From an optimization exercise on the open Yosys and OpenROAD flow, aimed at small area and a short achievable clock period; shortcuts taken in it are not production practice.
Only simulation tests tie the RTL to the original design; equivalence was not proved.
No activity file was given, so power comes from the tool's default toggle rates.

==> flow/design.v (excerpt) <==
module mem_issue_queue (
    input  logic clk,
    input  logic reset,
    input  logic [1:0] i_ren_valid,
    input  logic [195:0] i_ren_entry,
    input  logic [3:0] i_ren_src_ready,
    input  logic [3:0] i_wb_valid,
    input  logic [3:0] i_wb_uses_rd,
    input  logic [23:0] i_wb_rd,
    input  logic i_recall,
    input  logic [5:0] i_new_front,
    input  logic [5:0] i_old_front,
    output logic o_stall,
    output logic [1:0] o_iss_valid,
    output logic [195:0] o_iss_entry
);
Size in the first run: roughly 450 I/O pins, ~0.084 mm^2 of cells after synthesis.
clock: 7.5 ns
lec_check: 0
cap_margin: 20
core_margin: 2
core_utilization: 40
setup_slack_margin: 4.2
slew_margin: 20
synth_hierarchical: 1
standard.sh (not shown) runs the stock make flow with config.mk's settings and CLKGATE_MAP_FILE= SYNTH_SCRIPT=/design/flow/synth_recipe.tcl, a recipe that flattens the netlist after the stock synthesis.
==> flow/flow/run.sh <==
#!/bin/bash
# The standard layout, with plain buffers (buf_2) on the ports instead of the
# delay cells buffer_ports picks on its own. make's output goes to make.log.
set -euo pipefail
bash standard.sh 'BUFFER_PORTS_ARGS=-buffer_cell sky130_fd_sc_hd__buf_2' finish > make.log 2>&1
Rerun with:
CORE_UTILIZATION = 60   (was 40)
SETUP_SLACK_MARGIN = 3.8   (was 4.2)
After rerunning: Clock skew grows by 0.0083 ns. Register-to-register slack is better by 0.17 ns. Via count shrinks by 1.1%. Worst setup slack is better by 0.091 ns. Sequential share of layout area grows by 1.3 points. Fmax grows by 2.2%. Non-clock buffer count shrinks by 49. Cell area shrinks by 2.4%. Worst hold slack is worse by 0.030 ns. Synthesized cell count stays the same.
Rerun with:
CORE_UTILIZATION = 40   (was 60)
Effect: The new run produced a clean layout; wire length goes up by about 8%; hold slack is better by 0.010 ns; worst setup slack is better by 0.074 ns; non-clock buffer count goes up by 42; synthesized cell count does not change; area after synthesis stays the same; global-route usage goes down by 11 points; core utilization goes down by 22 points; final area goes up by 1.8%.

---

mem_issue_queue, a different RTL version from the one above (not shown whole).
For scale: about 6,300 cells after synthesis.
clock: 7.5 ns
lec_check: 0
cap_margin: 20
core_margin: 2
core_utilization: 55
setup_slack_margin: 4.0
slew_margin: 20
synth_hierarchical: 1
Scripts as last shown in full above: flow/flow/run.sh
The baseline completed without violations.
Change:
- CORE_UTILIZATION: 55 -> 40
- SETUP_SLACK_MARGIN: 4.0 -> 3.8
Result: The changed run ran to the end with no violations; worst setup slack degrades by 0.14 ns; utilization drops by 17 points; non-clock buffer count drops by 6; design area climbs by 1.3%; sequential share of layout area drops by 0.70 points; via count climbs by 0.92%; global-route usage drops by 9.0 points; power climbs by 2.8%; clock skew climbs by 0.032 ns; routed wire length climbs by 5.3%; clock-buffer cell count stays the same.
Change:
- CORE_UTILIZATION: 40 -> 55
- SETUP_SLACK_MARGIN: 3.8 -> 4.2
=> Routed wire length decreases by 4.7%. Die area drops by 27%. Register-to-register slack is worse by 0.02 ns. Sequential power hardly moves. Clock skew came out lower by 0.015 ns. Sequential share of layout area hardly moves. Synthesized area does not change.

---

## red
The RTL this note starts from:
==> flow/design.v <==
package iq_pkg;
    localparam int IQ_SIZE = 16;
    localparam int IQ_PTR_W = $clog2(IQ_SIZE);
    localparam int AL_SIZE = 64;
    localparam int AL_TAG_W = $clog2(AL_SIZE);
    localparam int NUM_PR = 64;
    localparam int PR_W = $clog2(NUM_PR);
    localparam int ADDR_W = 32;
    localparam int NUM_LANES = 2;
    localparam int NUM_WB = 4;
    typedef logic [AL_TAG_W-1:0] al_tag_t;
    typedef logic [PR_W-1:0] pr_tag_t;
    typedef logic [IQ_PTR_W-1:0] iq_ptr_t;
    typedef logic [IQ_PTR_W:0] iq_count_t;
    typedef enum logic {
        MEM_READ,
        MEM_WRITE
    } mem_op_e;
    typedef enum logic [2:0] {
        W_BYTE  = 3'b000,
        W_HALF  = 3'b001,
        W_WORD  = 3'b010,
        W_UBYTE = 3'b100,
        W_UHALF = 3'b101
    } mem_width_e;
    typedef struct packed {
        logic [ADDR_W-1:0] pc;
        pr_tag_t rs1;
        pr_tag_t rs2;
        pr_tag_t rd;
        logic uses_rs1;
        logic uses_rs2;
        logic uses_rd;
        logic uses_imm;
        logic [31:0] imm;
        logic is_mem_access;
        logic accesses_csr;
        mem_op_e mem_op;
        mem_width_e width;
        al_tag_t al_addr;
    } iq_entry_t;
    localparam int ENTRY_W = ADDR_W + 3 * PR_W + 4 + 32 + 2 + 1 + 3 + AL_TAG_W;
endpackage
`timescale 1ns/1ps
module mem_issue_queue (
    input  logic clk,
    input  logic reset,
    input  logic [1:0] i_ren_valid,
    input  logic [195:0] i_ren_entry,
    input  logic [3:0] i_ren_src_ready,
    input  logic [3:0] i_wb_valid,
    input  logic [3:0] i_wb_uses_rd,
    input  logic [23:0] i_wb_rd,
    input  logic i_recall,
    input  logic [5:0] i_new_front,
    input  logic [5:0] i_old_front,
    output logic o_stall,
    output logic [1:0] o_iss_valid,
    output logic [195:0] o_iss_entry
);
    localparam int EW = iq_pkg::ENTRY_W;
    localparam int N = iq_pkg::IQ_SIZE;
    logic [EW-1:0] e0;
    logic [EW-1:0] e1;
    assign e0 = i_ren_entry[EW-1:0];
    assign e1 = i_ren_entry[2*EW-1:EW];
    logic q0;
    logic q1;
    assign q0 = i_ren_valid[0] & (e0[11] | e0[10]);
    assign q1 = i_ren_valid[1] & (e1[11] | e1[10]);
    logic [3:0] back;
    logic [3:0] back1;
    logic [3:0] front;
    logic [3:0] front1;
    logic [3:0] cnt;
    logic c15;
    logic c14;
    logic acc;
    assign back1 = back + 4'd1;
    assign front1 = front + 4'd1;
    assign cnt = front - back;
    assign c15 = cnt == 4'd15;
    assign c14 = cnt == 4'd14;
    assign o_stall = (c15 & (q0 | q1)) | (c14 & q0 & q1);
    assign acc = !o_stall && !i_recall;
    logic [3:0] wbv;
    assign wbv = i_wb_valid & i_wb_uses_rd;
    function automatic logic wb_hit(input logic [5:0] tag, input logic [3:0] v,
                                    input logic [23:0] rd);
        logic h;
        h = 1'b0;
        for (int k = 0; k < 4; k++) begin
            h = h | (v[k] && (rd[6*k +: 6] == tag));
        end
        wb_hit = h;
    endfunction
    logic [1:0] rin0;
    logic [1:0] rin1;
    assign rin0[0] = !e0[47] || i_ren_src_ready[0] || wb_hit(e0[65:60], wbv, i_wb_rd);
    assign rin0[1] = !e0[46] || i_ren_src_ready[1] || wb_hit(e0[59:54], wbv, i_wb_rd);
    assign rin1[0] = !e1[47] || i_ren_src_ready[2] || wb_hit(e1[65:60], wbv, i_wb_rd);
    assign rin1[1] = !e1[46] || i_ren_src_ready[3] || wb_hit(e1[59:54], wbv, i_wb_rd);
    logic sel_e0;
    logic sel_o0;
    logic [EW-1:0] d_e;
    logic [EW-1:0] d_o;
    logic [1:0] r_e;
    logic [1:0] r_o;
    assign sel_e0 = !front[0] & q0;
    assign sel_o0 = front[0] & q0;
    assign d_e = sel_e0 ? e0 : e1;
    assign d_o = sel_o0 ? e0 : e1;
    assign r_e = sel_e0 ? rin0 : rin1;
    assign r_o = sel_o0 ? rin0 : rin1;
    logic [EW-1:0] mem [N];
    logic [N-1:0] valid;
    logic [N-1:0] rdy1;
    logic [N-1:0] rdy2;
    logic [N-1:0] wen;
    logic [N-1:0] inr;
    logic [N-1:0] fl;
    logic [N-1:0] start;
    logic wrap;
    assign wrap = i_new_front > i_old_front;
    always_comb begin
        for (int i = 0; i < N; i++) begin
            wen[i] = (4'(i) == front) || ((4'(i) == front1) && !c15);
            if (wrap) begin
                inr[i] = (mem[i][5:0] >= i_new_front) || (mem[i][5:0] < i_old_front);
            end else begin
                inr[i] = (mem[i][5:0] >= i_new_front) && (mem[i][5:0] < i_old_front);
            end
            fl[i] = i_recall && valid[i] && inr[i];
        end
        for (int i = 0; i < N; i++) begin
            start[i] = fl[i] && !fl[(i + N - 1) % N];
        end
    end
    logic [3:0] rec_front;
    logic rec_any;
    always_comb begin
        rec_front = '0;
        for (int i = 0; i < N; i++) begin
            rec_front = rec_front | ({4{start[i]}} & 4'(i));
        end
        rec_any = |start;
    end
    logic h0;
    logic h1;
    assign h0 = valid[back] && rdy1[back] && rdy2[back] && !fl[back];
    assign h1 = h0 && valid[back1] && rdy1[back1] && rdy2[back1] && !fl[back1];
    always_ff @(posedge clk) begin
        for (int i = 0; i < N; i++) begin
            if (wen[i]) begin
                mem[i] <= i[0] ? d_o : d_e;
            end
        end
    end
    always_ff @(posedge clk) begin
        for (int i = 0; i < N; i++) begin
            if (wen[i]) begin
                {rdy2[i], rdy1[i]} <= i[0] ? r_o : r_e;
            end else begin
                if (wb_hit(mem[i][65:60], wbv, i_wb_rd)) rdy1[i] <= 1'b1;
                if (wb_hit(mem[i][59:54], wbv, i_wb_rd)) rdy2[i] <= 1'b1;
            end
        end
    end
    always_ff @(posedge clk) begin
        if (reset) begin
            valid <= '0;
            front <= '0;
            back <= '0;
            o_iss_valid <= '0;
        end else begin
            for (int i = 0; i < N; i++) begin
                valid[i] <= (valid[i] && !fl[i] &&
                             !(h0 && (4'(i) == back)) && !(h1 && (4'(i) == back1))) ||
                            (acc && (q0 || q1) && (4'(i) == front)) ||
                            (acc && q0 && q1 && (4'(i) == front1));
            end
            if (i_recall) begin
                if (rec_any) front <= rec_front;
            end else if (acc) begin
                front <= front + 4'(q0) + 4'(q1);
            end
            back <= back + 4'(h0) + 4'(h1);
            o_iss_valid <= {h1, h0};
        end
    end
    logic [7:0] rsel_e;
    logic [7:0] rsel_o;
    logic swp;
    logic [2:0] eidx;
    assign eidx = back[3:1] + 3'(back[0]);
    always_ff @(posedge clk) begin
        for (int k = 0; k < 8; k++) begin
            rsel_e[k] <= eidx == 3'(k);
            rsel_o[k] <= back[3:1] == 3'(k);
        end
        swp <= back[0];
    end
    logic [EW-1:0] rd_e;
    logic [EW-1:0] rd_o;
    always_comb begin
        rd_e = '0;
        rd_o = '0;
        for (int k = 0; k < 8; k++) begin
            rd_e = rd_e | ({EW{rsel_e[k]}} & mem[2*k]);
            rd_o = rd_o | ({EW{rsel_o[k]}} & mem[2*k+1]);
        end
    end
    assign o_iss_entry[EW-1:0] = swp ? rd_o : rd_e;
    assign o_iss_entry[2*EW-1:EW] = swp ? rd_e : rd_o;
endmodule
==> flow/config.mk <==
export PLATFORM = sky130hd
export DESIGN_NAME = mem_issue_queue
export DESIGN_NICKNAME = mem_issue_queue
export VERILOG_FILES = /design/flow/design.v
export SDC_FILE = /design/flow/constraint.sdc
export NUM_CORES = 4
export LEC_CHECK = 0
export CAP_MARGIN = 20
export CORE_MARGIN = 2
export CORE_UTILIZATION = 40
export SETUP_SLACK_MARGIN = 3.8
export SLEW_MARGIN = 20
==> flow/constraint.sdc <==
create_clock -name core_clock -period 7.5 [get_ports {clk}]
set_input_delay 1.5000 -clock core_clock [delete_from_list [all_inputs] [get_ports {clk}]]
set_output_delay 1.5000 -clock core_clock [all_outputs]
set_load 0.01 [all_outputs]
run.sh (not shown) runs the stock make flow with config.mk's settings and CLKGATE_MAP_FILE= SYNTH_SCRIPT=/design/flow/synth_recipe.tcl, a recipe that flattens the netlist after the stock synthesis.
Stock flow here: none of the scripts above is used.
red did not stop at any stage, and its layout met the timing, DRC and antenna checks.
For blue, these inputs were changed with respect to red:
Settings: a deleted SETUP_SLACK_MARGIN that had been 3.8.
## What came out
Going from red to blue, time the worst path needs with I/O delays and setup grows by 1720 ps.
Delta (blue minus red): synthesis-to-layout area growth now sits lower, detail-routed net length per standard cell now sits lower.
Compared to red, the router laid down less metal wire for blue.
Against red, blue reports a power density normalized to cell area that is higher.
For blue, the highest metal layer used by the detailed router was met4, unlike red, where it was met5.
First-pass GRT wire length, blue vs red: down by more than 10%
Compared to red, blue has static leakage power 4.5 nW lower.
[compare] base=red new=blue: fraction of area in registers rose 5.9 points, slack of the critical path fell 1720 ps.
Lower non-clock buffer contribution to total cell area goes to blue over red.
Diff blue..red | number of storage elements in the synthesis netlist | unchanged

[re-timing with driven ports]
No port has a modelled driver above. Below, the same layouts with a new extraction and two added sets of constraints.
Step 1: set_driving_cell puts a clkbuf_16 on clk and a buf_2 on each other input, an assumption about the parent block.
Step 2 adds t to the input delays and takes it off the output delays; t is the mean of the earliest and latest rising clock arrival at the registers after step 1. Input paths then give back, and output paths get back, about the clock's delay inside the block.
Three values: ideal ports, drivers, drivers and shift; two values: the first two.
| run | t (ns) | setup slack, ns | worst setup path after step 2 | latest minus earliest clock arrival (ns) | pins driven straight from the clock port |
|---|---|---|---|---|---|
| the first run of note 1 | 0.927 | 3.275 / 3.323 / 2.396 | input to register | 0.053 / 0.053 | 1 |
| the second run of note 1 | 0.883 | 3.366 / 3.414 / 2.530 | input to register | 0.053 / 0.053 | 1 |
| the third run of note 1 | 0.907 | 3.440 / 3.464 / 2.556 | input to register | 0.076 / 0.077 | 1 |
| the first run of note 2 | 0.923 | 3.816 / 3.740 / 2.908 | input to register | 0.054 / 0.054 | 1 |
| the second run of note 2 | 0.944 | 3.677 / 3.591 / 2.838 | input to register | 0.078 / 0.079 | 1 |
| the third run of note 2 | 0.923 | 3.757 / 3.748 / 2.959 | input to register | 0.066 / 0.066 | 1 |
| red | 0.909 | 3.303 / 3.264 / 2.497 | input to register | 0.044 / 0.044 | 1 |
| blue | 0.887 | 1.587 / 1.564 / 0.929 | input to register | 0.036 / 0.035 | 1 |
After both steps every run listed still meets setup and hold. For the first run of note 2, which loses most, drivers alone change the setup slack by -0.076 ns; drivers and shift together by -0.908 ns.
